Context: an optimization exercise on an open-source flow, tuned for small area, a short achievable clock period and few clock cycles. The choices shown serve that exercise and are no tape-out recipe. The RTL was checked by simulation tests, not by an equivalence proof against the original design. Power is estimated from default activity; no workload was simulated.

<file path="config.mk">
export PLATFORM = sky130hd
export DESIGN_NAME = row_damage_span_tracker
export DESIGN_NICKNAME = row_damage_span_tracker
export VERILOG_FILES = /design/flow/design.v
export SDC_FILE = /design/flow/constraint.sdc
export NUM_CORES = 4
export LEC_CHECK = 0
export CAP_MARGIN = 20
export CORE_MARGIN = 2
export CORE_UTILIZATION = 40
export SLEW_MARGIN = 20
</file>
<file path="design.v">
package rdst_pkg;
    localparam int MAX_ROWS  = 64;
    localparam int MAX_COLS  = 1024;
    localparam int ROW_W     = $clog2(MAX_ROWS);
    localparam int ROW_CNT_W = ROW_W + 1;
    localparam int COL_W     = 11;
    localparam int SPAN_W    = 2 * COL_W;
    localparam int CMD_W     = 2;
    localparam int ROWS_REG_W = 7;
    localparam int COLS_REG_W = 11;
    localparam int DATA_W    = 32;
    localparam int PADDR_W   = 3;
    localparam int REG_IDX_W = 1;
    localparam logic [ROWS_REG_W-1:0] RESET_ROWS = ROWS_REG_W'(24);
    localparam logic [COLS_REG_W-1:0] RESET_COLS = COLS_REG_W'(80);
    localparam logic [ROW_CNT_W-1:0]  MAX_ROWS_V = ROW_CNT_W'(MAX_ROWS);
    localparam logic [COL_W-1:0]      MAX_COLS_V = COL_W'(MAX_COLS);
    localparam logic [CMD_W-1:0] CMD_ADD      = 2'd0;
    localparam logic [CMD_W-1:0] CMD_MARK_ALL = 2'd1;
    localparam logic [CMD_W-1:0] CMD_FLIP     = 2'd2;
    localparam logic [REG_IDX_W-1:0] REG_ROWS = 1'b0;
    localparam logic [REG_IDX_W-1:0] REG_COLS = 1'b1;
    typedef struct packed {
        logic [CMD_W-1:0] cmd;
        logic [ROW_W-1:0] row;
        logic [COL_W-1:0] span_start;
        logic [COL_W-1:0] span_end;
    } in_item_t;
    typedef struct packed {
        logic [ROW_W-1:0] out_row;
        logic [COL_W-1:0] out_start;
        logic [COL_W-1:0] out_end;
        logic             span_valid;
        logic             last_span;
    } out_item_t;
    typedef struct packed {
        logic [COL_W-1:0] lo;
        logic [COL_W-1:0] hi;
    } span_t;
    typedef struct packed {
        logic [ROW_CNT_W-1:0] eff_rows;
        logic [COL_W-1:0]     eff_cols;
        logic                 load;
    } cfg_t;
    typedef struct packed {
        logic [ROW_CNT_W-1:0] band_first;
        logic [ROW_CNT_W-1:0] band_end;
        logic [MAX_ROWS-1:0]  dmg;
        logic [MAX_ROWS-1:0]  full;
    } track_status_t;
    typedef struct packed {
        logic             en;
        logic [ROW_W-1:0] addr;
        span_t            data;
    } ram_wr_t;
    typedef enum logic [1:0] {
        FLIP_IDLE,
        FLIP_LOAD,
        FLIP_WALK,
        FLIP_DONE
    } flip_state_t;
    function automatic logic [MAX_ROWS-1:0] row_mask(input logic [ROW_CNT_W-1:0] nr);
        logic [MAX_ROWS-1:0] m;
        for (int i = 0; i < MAX_ROWS; i++)
        begin
            m[i] = (ROW_CNT_W'(i) < nr);
        end
        row_mask = m;
    endfunction
endpackage
module rdst_cfg (
    input  logic                          clk,
    input  logic                          rst_n,
    input  logic                          psel,
    input  logic                          penable,
    input  logic                          pwrite,
    input  logic [rdst_pkg::PADDR_W-1:0]  paddr,
    input  logic [rdst_pkg::DATA_W-1:0]   pwdata,
    output logic [rdst_pkg::DATA_W-1:0]   prdata,
    output logic                          pready,
    output rdst_pkg::cfg_t                cfg
);
    logic [rdst_pkg::ROWS_REG_W-1:0] rows_reg;
    logic [rdst_pkg::ROWS_REG_W-1:0] rows_next;
    logic [rdst_pkg::COLS_REG_W-1:0] cols_reg;
    logic [rdst_pkg::COLS_REG_W-1:0] cols_next;
    logic                            load_reg;
    logic                            wr;
    logic [rdst_pkg::REG_IDX_W-1:0]  idx;
    assign pready = 1'b1;
    assign wr     = psel && penable && pwrite;
    assign idx    = paddr[2];
    always_comb
    begin
        rows_next = rows_reg;
        cols_next = cols_reg;
        if (wr)
        begin
            case (idx)
                rdst_pkg::REG_ROWS: rows_next = pwdata[rdst_pkg::ROWS_REG_W-1:0];
                rdst_pkg::REG_COLS: cols_next = pwdata[rdst_pkg::COLS_REG_W-1:0];
                default: ;
            endcase
        end
    end
    always_ff @(posedge clk or negedge rst_n)
    begin
        if (!rst_n)
        begin
            rows_reg <= rdst_pkg::RESET_ROWS;
            cols_reg <= rdst_pkg::RESET_COLS;
            load_reg <= 1'b0;
        end
        else
        begin
            rows_reg <= rows_next;
            cols_reg <= cols_next;
            load_reg <= wr;
        end
    end
    always_comb
    begin
        case (idx)
            rdst_pkg::REG_ROWS: prdata = rdst_pkg::DATA_W'(rows_reg);
            rdst_pkg::REG_COLS: prdata = rdst_pkg::DATA_W'(cols_reg);
            default:            prdata = '0;
        endcase
    end
    always_comb
    begin
        cfg.eff_rows = (rows_reg > rdst_pkg::ROWS_REG_W'(rdst_pkg::MAX_ROWS_V))
                       ? rdst_pkg::MAX_ROWS_V : rdst_pkg::ROW_CNT_W'(rows_reg);
        cfg.eff_cols = (cols_reg > rdst_pkg::MAX_COLS_V)
                       ? rdst_pkg::MAX_COLS_V : cols_reg;
        cfg.load     = load_reg;
    end
endmodule
module rdst_ram #(
    parameter int WIDTH = 8,
    parameter int DEPTH = 16
) (
    input  logic                     clk,
    input  logic                     we,
    input  logic [$clog2(DEPTH)-1:0] waddr,
    input  logic [WIDTH-1:0]         wdata,
    input  logic [$clog2(DEPTH)-1:0] raddr,
    output logic [WIDTH-1:0]         rdata
);
    logic [WIDTH-1:0] mem [DEPTH];
    logic [WIDTH-1:0] rdata_reg;
    always_ff @(posedge clk)
    begin
        if (we)
        begin
            mem[waddr] <= wdata;
        end
        rdata_reg <= mem[raddr];
    end
    assign rdata = rdata_reg;
endmodule
module rdst_track (
    input  logic                        clk,
    input  logic                        rst_n,
    input  logic                        accept,
    input  rdst_pkg::in_item_t          item,
    input  rdst_pkg::cfg_t              cfg,
    input  logic                        clear,
    input  rdst_pkg::span_t             rdata,
    output logic [rdst_pkg::ROW_W-1:0]  raddr,
    output rdst_pkg::ram_wr_t           wr,
    output rdst_pkg::track_status_t     status
);
    logic                              s1_valid_reg;
    logic                              s1_valid_next;
    rdst_pkg::in_item_t                s1_item_reg;
    logic                              fwd_valid_reg;
    logic [rdst_pkg::ROW_W-1:0]        fwd_addr_reg;
    rdst_pkg::span_t                   fwd_data_reg;
    logic [rdst_pkg::MAX_ROWS-1:0]     dmg_reg;
    logic [rdst_pkg::MAX_ROWS-1:0]     dmg_next;
    logic [rdst_pkg::MAX_ROWS-1:0]     full_reg;
    logic [rdst_pkg::MAX_ROWS-1:0]     full_next;
    logic [rdst_pkg::ROW_CNT_W-1:0]    first_reg;
    logic [rdst_pkg::ROW_CNT_W-1:0]    first_next;
    logic [rdst_pkg::ROW_CNT_W-1:0]    end_reg;
    logic [rdst_pkg::ROW_CNT_W-1:0]    end_next;
    logic [rdst_pkg::MAX_ROWS-1:0]     mask;
    logic                              grid_ok;
    logic                              mark_all;
    logic                              take;
    logic [rdst_pkg::ROW_CNT_W-1:0]    row_x;
    logic [rdst_pkg::COL_W-1:0]        lo;
    logic [rdst_pkg::COL_W-1:0]        hi_c;
    rdst_pkg::span_t                   old;
    assign raddr         = item.row;
    assign s1_valid_next = accept && (item.cmd == rdst_pkg::CMD_ADD);
    assign mask          = rdst_pkg::row_mask(cfg.eff_rows);
    assign grid_ok       = (cfg.eff_rows != '0) && (cfg.eff_cols != '0);
    assign mark_all      = accept && (item.cmd == rdst_pkg::CMD_MARK_ALL) && grid_ok;
    always_comb
    begin
        row_x = rdst_pkg::ROW_CNT_W'(s1_item_reg.row);
        lo    = s1_item_reg.span_start;
        hi_c  = (s1_item_reg.span_end > cfg.eff_cols) ? cfg.eff_cols : s1_item_reg.span_end;
        take  = s1_valid_reg && (row_x < cfg.eff_rows)
                && (lo < s1_item_reg.span_end) && (lo < cfg.eff_cols);
        old   = (fwd_valid_reg && (fwd_addr_reg == s1_item_reg.row)) ? fwd_data_reg : rdata;
        wr.en   = take && !full_reg[s1_item_reg.row];
        wr.addr = s1_item_reg.row;
        if (dmg_reg[s1_item_reg.row])
        begin
            wr.data.lo = (old.lo < lo) ? old.lo : lo;
            wr.data.hi = (old.hi > hi_c) ? old.hi : hi_c;
        end
        else
        begin
            wr.data.lo = lo;
            wr.data.hi = hi_c;
        end
    end
    always_comb
    begin
        dmg_next   = dmg_reg;
        full_next  = full_reg;
        first_next = first_reg;
        end_next   = end_reg;
        if (cfg.load)
        begin
            if (grid_ok)
            begin
                dmg_next   = mask;
                full_next  = mask;
                first_next = '0;
                end_next   = cfg.eff_rows;
            end
            else
            begin
                dmg_next   = '0;
                full_next  = '0;
                first_next = cfg.eff_rows;
                end_next   = '0;
            end
        end
        else if (clear)
        begin
            dmg_next   = '0;
            full_next  = '0;
            first_next = cfg.eff_rows;
            end_next   = '0;
        end
        else if (mark_all)
        begin
            dmg_next   = mask;
            full_next  = mask;
            first_next = '0;
            end_next   = cfg.eff_rows;
        end
        else if (take)
        begin
            dmg_next[s1_item_reg.row] = 1'b1;
            if (row_x < first_reg)
            begin
                first_next = row_x;
            end
            if (row_x + rdst_pkg::ROW_CNT_W'(1) > end_reg)
            begin
                end_next = row_x + rdst_pkg::ROW_CNT_W'(1);
            end
        end
    end
    always_ff @(posedge clk or negedge rst_n)
    begin
        if (!rst_n)
        begin
            s1_valid_reg  <= 1'b0;
            fwd_valid_reg <= 1'b0;
            dmg_reg       <= rdst_pkg::row_mask(rdst_pkg::ROW_CNT_W'(rdst_pkg::RESET_ROWS));
            full_reg      <= rdst_pkg::row_mask(rdst_pkg::ROW_CNT_W'(rdst_pkg::RESET_ROWS));
            first_reg     <= '0;
            end_reg       <= rdst_pkg::ROW_CNT_W'(rdst_pkg::RESET_ROWS);
        end
        else
        begin
            s1_valid_reg  <= s1_valid_next;
            fwd_valid_reg <= wr.en;
            dmg_reg       <= dmg_next;
            full_reg      <= full_next;
            first_reg     <= first_next;
            end_reg       <= end_next;
        end
    end
    always_ff @(posedge clk)
    begin
        s1_item_reg  <= item;
        fwd_addr_reg <= wr.addr;
        fwd_data_reg <= wr.data;
    end
    assign status.band_first = first_reg;
    assign status.band_end   = end_reg;
    assign status.dmg        = dmg_reg;
    assign status.full       = full_reg;
endmodule
module rdst_flip (
    input  logic                        clk,
    input  logic                        rst_n,
    input  logic                        go,
    input  rdst_pkg::track_status_t     status,
    input  rdst_pkg::cfg_t              cfg,
    input  rdst_pkg::span_t             rdata,
    output logic [rdst_pkg::ROW_W-1:0]  raddr,
    output logic                        busy,
    output logic                        clear,
    output logic                        result_valid,
    output rdst_pkg::out_item_t         result
);
    rdst_pkg::flip_state_t             state_reg;
    rdst_pkg::flip_state_t             state_next;
    logic [rdst_pkg::ROW_CNT_W-1:0]    ptr_reg;
    logic [rdst_pkg::ROW_CNT_W-1:0]    ptr_next;
    logic                              tag_valid_reg;
    logic                              tag_valid_next;
    logic [rdst_pkg::ROW_W-1:0]        tag_row_reg;
    logic [rdst_pkg::ROW_W-1:0]        tag_row_next;
    logic                              tag_dmg_reg;
    logic                              tag_dmg_next;
    logic                              tag_full_reg;
    logic                              tag_full_next;
    logic                              pend_valid_reg;
    logic                              pend_valid_next;
    logic [rdst_pkg::ROW_W-1:0]        pend_row_reg;
    logic [rdst_pkg::ROW_W-1:0]        pend_row_next;
    rdst_pkg::span_t                   pend_span_reg;
    rdst_pkg::span_t                   pend_span_next;
    logic                              result_valid_reg;
    logic                              result_valid_next;
    rdst_pkg::out_item_t               result_reg;
    rdst_pkg::out_item_t               result_next;
    rdst_pkg::span_t                   cur;
    assign raddr        = ptr_reg[rdst_pkg::ROW_W-1:0];
    assign busy         = (state_reg != rdst_pkg::FLIP_IDLE);
    assign result_valid = result_valid_reg;
    assign result       = result_reg;
    always_comb
    begin
        state_next        = state_reg;
        ptr_next          = ptr_reg;
        tag_valid_next    = 1'b0;
        tag_row_next      = tag_row_reg;
        tag_dmg_next      = tag_dmg_reg;
        tag_full_next     = tag_full_reg;
        pend_valid_next   = pend_valid_reg;
        pend_row_next     = pend_row_reg;
        pend_span_next    = pend_span_reg;
        result_valid_next = 1'b0;
        result_next       = result_reg;
        clear             = 1'b0;
        if (tag_full_reg)
        begin
            cur.lo = '0;
            cur.hi = cfg.eff_cols;
        end
        else
        begin
            cur = rdata;
        end
        if (tag_valid_reg && tag_dmg_reg)
        begin
            if (pend_valid_reg)
            begin
                result_valid_next      = 1'b1;
                result_next.out_row    = pend_row_reg;
                result_next.out_start  = pend_span_reg.lo;
                result_next.out_end    = pend_span_reg.hi;
                result_next.span_valid = 1'b1;
                result_next.last_span  = 1'b0;
            end
            pend_valid_next = 1'b1;
            pend_row_next   = tag_row_reg;
            pend_span_next  = cur;
        end
        case (state_reg)
            rdst_pkg::FLIP_IDLE:
            begin
                if (go)
                begin
                    state_next = rdst_pkg::FLIP_LOAD;
                end
            end
            rdst_pkg::FLIP_LOAD:
            begin
                ptr_next   = status.band_first;
                state_next = rdst_pkg::FLIP_WALK;
            end
            rdst_pkg::FLIP_WALK:
            begin
                if (ptr_reg < status.band_end)
                begin
                    tag_valid_next = 1'b1;
                    tag_row_next   = ptr_reg[rdst_pkg::ROW_W-1:0];
                    tag_dmg_next   = status.dmg[ptr_reg[rdst_pkg::ROW_W-1:0]];
                    tag_full_next  = status.full[ptr_reg[rdst_pkg::ROW_W-1:0]];
                    ptr_next       = ptr_reg + rdst_pkg::ROW_CNT_W'(1);
                end
                else
                begin
                    state_next = rdst_pkg::FLIP_DONE;
                end
            end
            rdst_pkg::FLIP_DONE:
            begin
                result_valid_next = 1'b1;
                if (pend_valid_reg)
                begin
                    result_next.out_row    = pend_row_reg;
                    result_next.out_start  = pend_span_reg.lo;
                    result_next.out_end    = pend_span_reg.hi;
                    result_next.span_valid = 1'b1;
                end
                else
                begin
                    result_next.out_row    = '0;
                    result_next.out_start  = '0;
                    result_next.out_end    = '0;
                    result_next.span_valid = 1'b0;
                end
                result_next.last_span = 1'b1;
                pend_valid_next       = 1'b0;
                clear                 = 1'b1;
                state_next            = rdst_pkg::FLIP_IDLE;
            end
            default:
            begin
                state_next = rdst_pkg::FLIP_IDLE;
            end
        endcase
    end
    always_ff @(posedge clk or negedge rst_n)
    begin
        if (!rst_n)
        begin
            state_reg        <= rdst_pkg::FLIP_IDLE;
            tag_valid_reg    <= 1'b0;
            pend_valid_reg   <= 1'b0;
            result_valid_reg <= 1'b0;
        end
        else
        begin
            state_reg        <= state_next;
            tag_valid_reg    <= tag_valid_next;
            pend_valid_reg   <= pend_valid_next;
            result_valid_reg <= result_valid_next;
        end
    end
    always_ff @(posedge clk)
    begin
        ptr_reg       <= ptr_next;
        tag_row_reg   <= tag_row_next;
        tag_dmg_reg   <= tag_dmg_next;
        tag_full_reg  <= tag_full_next;
        pend_row_reg  <= pend_row_next;
        pend_span_reg <= pend_span_next;
        result_reg    <= result_next;
    end
endmodule
module row_damage_span_tracker (
    input  logic                          clk,
    input  logic                          rst_n,
    input  logic                          start,
    output logic                          busy,
    input  logic [29:0]                   item,
    output logic                          result_valid,
    output logic [29:0]                   result,
    input  logic                          psel,
    input  logic                          penable,
    input  logic                          pwrite,
    input  logic [rdst_pkg::PADDR_W-1:0]  paddr,
    input  logic [rdst_pkg::DATA_W-1:0]   pwdata,
    output logic [rdst_pkg::DATA_W-1:0]   prdata,
    output logic                          pready
);
    rdst_pkg::cfg_t                cfg;
    rdst_pkg::track_status_t       status;
    rdst_pkg::ram_wr_t             wr;
    rdst_pkg::span_t               rdata;
    logic [rdst_pkg::SPAN_W-1:0]   ram_rdata;
    logic [rdst_pkg::ROW_W-1:0]    add_raddr;
    logic [rdst_pkg::ROW_W-1:0]    walk_raddr;
    logic [rdst_pkg::ROW_W-1:0]    raddr;
    logic                          accept;
    logic                          flip_go;
    logic                          clear;
    rdst_pkg::in_item_t            item_s;
    rdst_pkg::out_item_t           result_s;
    assign item_s  = rdst_pkg::in_item_t'(item);
    assign result  = result_s;
    assign accept  = start && !busy;
    assign flip_go = accept && (item_s.cmd == rdst_pkg::CMD_FLIP);
    assign raddr   = busy ? walk_raddr : add_raddr;
    assign rdata   = rdst_pkg::span_t'(ram_rdata);
    rdst_cfg u_cfg (
        .clk     (clk),
        .rst_n   (rst_n),
        .psel    (psel),
        .penable (penable),
        .pwrite  (pwrite),
        .paddr   (paddr),
        .pwdata  (pwdata),
        .prdata  (prdata),
        .pready  (pready),
        .cfg     (cfg)
    );
    rdst_ram #(
        .WIDTH (rdst_pkg::SPAN_W),
        .DEPTH (rdst_pkg::MAX_ROWS)
    ) u_span_ram (
        .clk   (clk),
        .we    (wr.en),
        .waddr (wr.addr),
        .wdata (wr.data),
        .raddr (raddr),
        .rdata (ram_rdata)
    );
    rdst_track u_track (
        .clk    (clk),
        .rst_n  (rst_n),
        .accept (accept),
        .item   (item_s),
        .cfg    (cfg),
        .clear  (clear),
        .rdata  (rdata),
        .raddr  (add_raddr),
        .wr     (wr),
        .status (status)
    );
    rdst_flip u_flip (
        .clk          (clk),
        .rst_n        (rst_n),
        .go           (flip_go),
        .status       (status),
        .cfg          (cfg),
        .rdata        (rdata),
        .raddr        (walk_raddr),
        .busy         (busy),
        .clear        (clear),
        .result_valid (result_valid),
        .result       (result_s)
    );
endmodule
</file>
<file path="run.sh">
#!/bin/bash
# synth_recipe.tcl (not shown) runs the flow's synth.tcl, then flattens the netlist and writes it again
# the make line also repeats each setting of config.mk as NAME=value (left out here)
make -C /OpenROAD-flow-scripts/flow DESIGN_CONFIG=/design/flow/config.mk WORK_HOME=/design/flow/orfs CLKGATE_MAP_FILE= SYNTH_SCRIPT=/design/flow/synth_recipe.tcl finish
</file>
<file path="constraint.sdc">
create_clock -name core_clock -period 5.0 [get_ports {clk}]
set_input_delay 1.0000 -clock core_clock [delete_from_list [all_inputs] [get_ports {clk}]]
set_output_delay 1.0000 -clock core_clock [all_outputs]
set_load 0.01 [all_outputs]
</file>
==> impl_metrics.tcl <==
set metrics [dict create \
    path_max_fanout 65 \
    power_density_nw_per_um2 592 \
    synth-async-reset-ratio 0.0973 \
    synth_common_cells "1,481 x edfxtp_1, 404 x mux4_2, 191 x a22oi_1" \
    ant_nets 0 \
    register_area_um2 50300 \
    critPathRequiredTime_ns 5.45 \
    grt_max_degree 86 \
    synth_top_family_by_area "multiplexers" \
    routed_via_density 5.91 \
    cp-start-kind "flop" \
    setup_violations 0 \
    core_um2 176000 \
    synthTopCellsByArea "edfxtp_1 63%, mux4_2 13%, dfrtp_1 4.0%" \
    via_count 39900 \
    drv_cap 0 \
    synth_top_area_share 0.628 \
    insertion_delay_ns 0.81 \
    root_buffer "clkbuf_16" \
    synth-seq-cells 1727 \
    worst_setup_path_end_kind "flop" \
    synth_top_cell_by_area "edfxtp_1" \
    fillers 14800 \
    ios 136 \
    drc_errors 0 \
    vdd_drop_max_mv 0.520 \
    synth_area_um2 70900 \
    drive_above_1_share 0.268 \
    worstPathCellList "nor2b_1, inv_1, ha_1, o21a_1, o211ai_1, a31o_2, a21oi_1, buf_4, mux2i_2, ha_1, o21a_1, o21ai_1, nor2_1, a211o_1, a21oi_1, nor3_2, buf_4, mux2i_4, buf_12" \
    clock-sinks 1727 \
    synth_xor_area_frac 0.00235 \
    synth_flop_cell "edfxtp_1" \
    ys.warnings.count 4 \
    tritoncts "yes" \
    ys_seq_area_frac 0.710 \
    tightest_slew_ns 1.14 \
    syn_inst 3928 \
    gp_congestion 0.897 \
    gr-total-overflow 0 \
    core.rowCount 154 \
    period_minus_slack_ns 4.77 \
    dr.first_iter.drc_count 4700 \
    finalSetupTns_ns 0 \
    hold_class "in -> async" \
    cts_buffers 178 \
    start_util 0.402 \
    syn_area_per_cell_um2 18.0 \
    final_hold_viol_count 0 \
    synth-edff-count 1481 \
    muxShareOfSynthArea 0.149 \
    dpl.hpwl_mm 124 \
    max_stage_delay_ns 0.56 \
    power.leakage_nw 28.0 \
    synth-simple-area-share 0.0369 \
    die_w_um 425 \
    htree_levels 4 \
    yosysMostFrequentCell "edfxtp_1" \
    clk_pin_slew_ns 0.07 \
    cp.arrival_ns 5.21 \
    grt_pass1_vias 39100 \
    worstSetupPathType "reg -> reg" \
    worst_r2r_path_depth 19 \
    post-route-period-util 0.953 \
    die_y_um 425 \
    wl_per_cell_um 29.8 \
    dieArea_um2 181000 \
    routed_wl_mm 201 \
    fin_skew_ns 0.0569 \
    cp_slowest_cell "dfstp_2" \
    finalWorstSetupSlack_ns 0.234 \
    dp_slack_ns 0.215 \
    grt_pass1_wl_mm 287 \
    nets 4398 \
    antenna_found_initial 8 \
    detail_route.first_pass.iterations 6 \
    outcome "no timing/DRC/antenna violations" \
    slew_violations 0 \
    portBuffers 90 \
    area_delta_synth_final_pct 17.4 \
    synth-compound-area-share 0.0639 \
    cts.path.max_buffers 3 \
    multiInputGateArea_um2 19700 \
    synth_fa_ha_area_frac 0.0150 \
    largest_reg_flops 1408 \
    track_usage 0.221 \
    max_clock_freq_mhz 210 \
    synth.distinct_cells 77 \
    postCtsHoldBufs 0 \
    slew_headroom 0.239 \
    rsz0062_at_grt "no" \
]
==> timing repair <==
action,CTS,global route
buffers inserted,0,0
gates resized for setup,0,10
endpoints found under the setup margin,0,674
==> critical path: cells and delay by family, from the launching register on <==
kind | cells | cell delay [ns]
adders and majority gates | 2 | 0.62
buffers and inverters | 4 | 0.78
AOI/OAI and AO/OA | 8 | 1.43
and+or+nand+nor | 3 | 0.39
muxes | 2 | 0.53
DFF | 1 | 0.56
==> report_power, final <==
group,internal (W),switching [W]
combinational,0.00716,0.0100
sequential,0.0183,0.000791
clock,0.00747,0.00554
==> metal layers <==
layer,global-route usage,vias to the layer above,part of all wire
li1,-,16600,-
met2,0.346,1844,0.47
met1,0.321,21100,0.42
met4,0.0616,4,0.027
met3,0.0374,325,0.083
met5,0,-,0.00013
==> worst paths after layout <==
check,from,endpoint,slack [ns]
min in group core_clock,u_flip.tag_row_reg[2],u_flip.pend_row_reg[2],0.42
max,u_cfg.cols_reg[6],u_span_ram.mem[57][4],0.23
min,rst_n,u_track.dmg_reg[36],0.27
max in group asynchronous,rst_n,u_track.end_reg[3],3.71
max reg2reg,u_cfg.cols_reg[6],u_span_ram.mem[57][4],0.23
min reg2reg,u_flip.tag_row_reg[2],u_flip.pend_row_reg[2],0.42
==> cell usage in the layout, fill, tap and decap left out, types with 13 or more instances in the layout <==
cell and n:
clkbuf_16 184, ha_1 85, mux4_2 404, dfstp_2 54
a31oi_1 17, nand3_1 30, and2_1 38, o21a_1 15
nor3_1 35, buf_12 97, nor3_2 66, edfxtp_1 1481
o21ai_0 69, mux2_2 59, dfrtp_1 113, nor2_1 88
clkinv_1 37, clkinv_2 29, mux2i_1 59, o22ai_1 17
a21o_1 54, nand2_1 147, clkbuf_1 48, or4_1 22
a22oi_1 191, buf_4 187, nor2b_1 34, dfxtp_1 75
o21bai_1 25, a22o_1 26, mux2i_4 14, conb_1 22
clkdlybuf4s50_1 89, inv_1 77, xnor2_1 13, a21oi_1 183
==> through the flow <==
step	utilization	total power [W]	area, µm²	cells	hold slack (ns)
final	0.472	0.0493	83200	6745	0.265
after global routing	0.472	0.0512	83200	6736	0.317
after CTS	0.472	0.0496	83100	6735	0.262
after detailed placement	0.440	0.0366	77400	6401	0.406
after global placement	0.440	0.0364	77400	6401	0.401
after floorplan	-	0.0296	71000	3948	0.370
==> area by class of cell <==
type	instances	share of cell area
flip-flops and latches	1727	0.605
multi-input cells	1878	0.236
clock buffers	242	0.0592
repair buffers	375	0.0512
well taps	2340	0.0352
clock inverters	92	0.00958
inverters	82	0.00370
diodes	9	0.000271
==> cells by family after synthesis <==
logic type                 count (synthesis)
muxes                                    542
buffers and inverters                    343
and+or+nand+nor                          527
AOI/OAI and AO/OA                        683
xor gates and xnor gates                  19
adders and majority gates                 85
DFF                                     1727
other                                      2
Testbench counts, summed over its fixed seeds: cycles 14,129.

static timing again, ports no longer ideal:
No port has a modelled driver above. Below, the same layout with a new extraction and two added sets of constraints. Step 1, drivers: a clkbuf_16 drives clk and a buf_2 each remaining input, both assumed. Step 2 also shifts input and output timing later by t, the mid clock arrival at the registers, as if the neighbouring blocks saw the same clock. Slacks: ideal / step 1 / step 2; pairs: ideal / step 1.
t (ns): 0.867
setup WS [ns]: 0.234 / 0.234 / 0.234
worst setup path after step 2: register to register
clock arrival spread, ns: 0.057 / 0.057
pins driven straight from the clock port: 1
After both steps setup and hold are still met in this run. For this run, drivers alone change the setup slack by 0.000 ns; drivers and shift together by 0.000 ns.
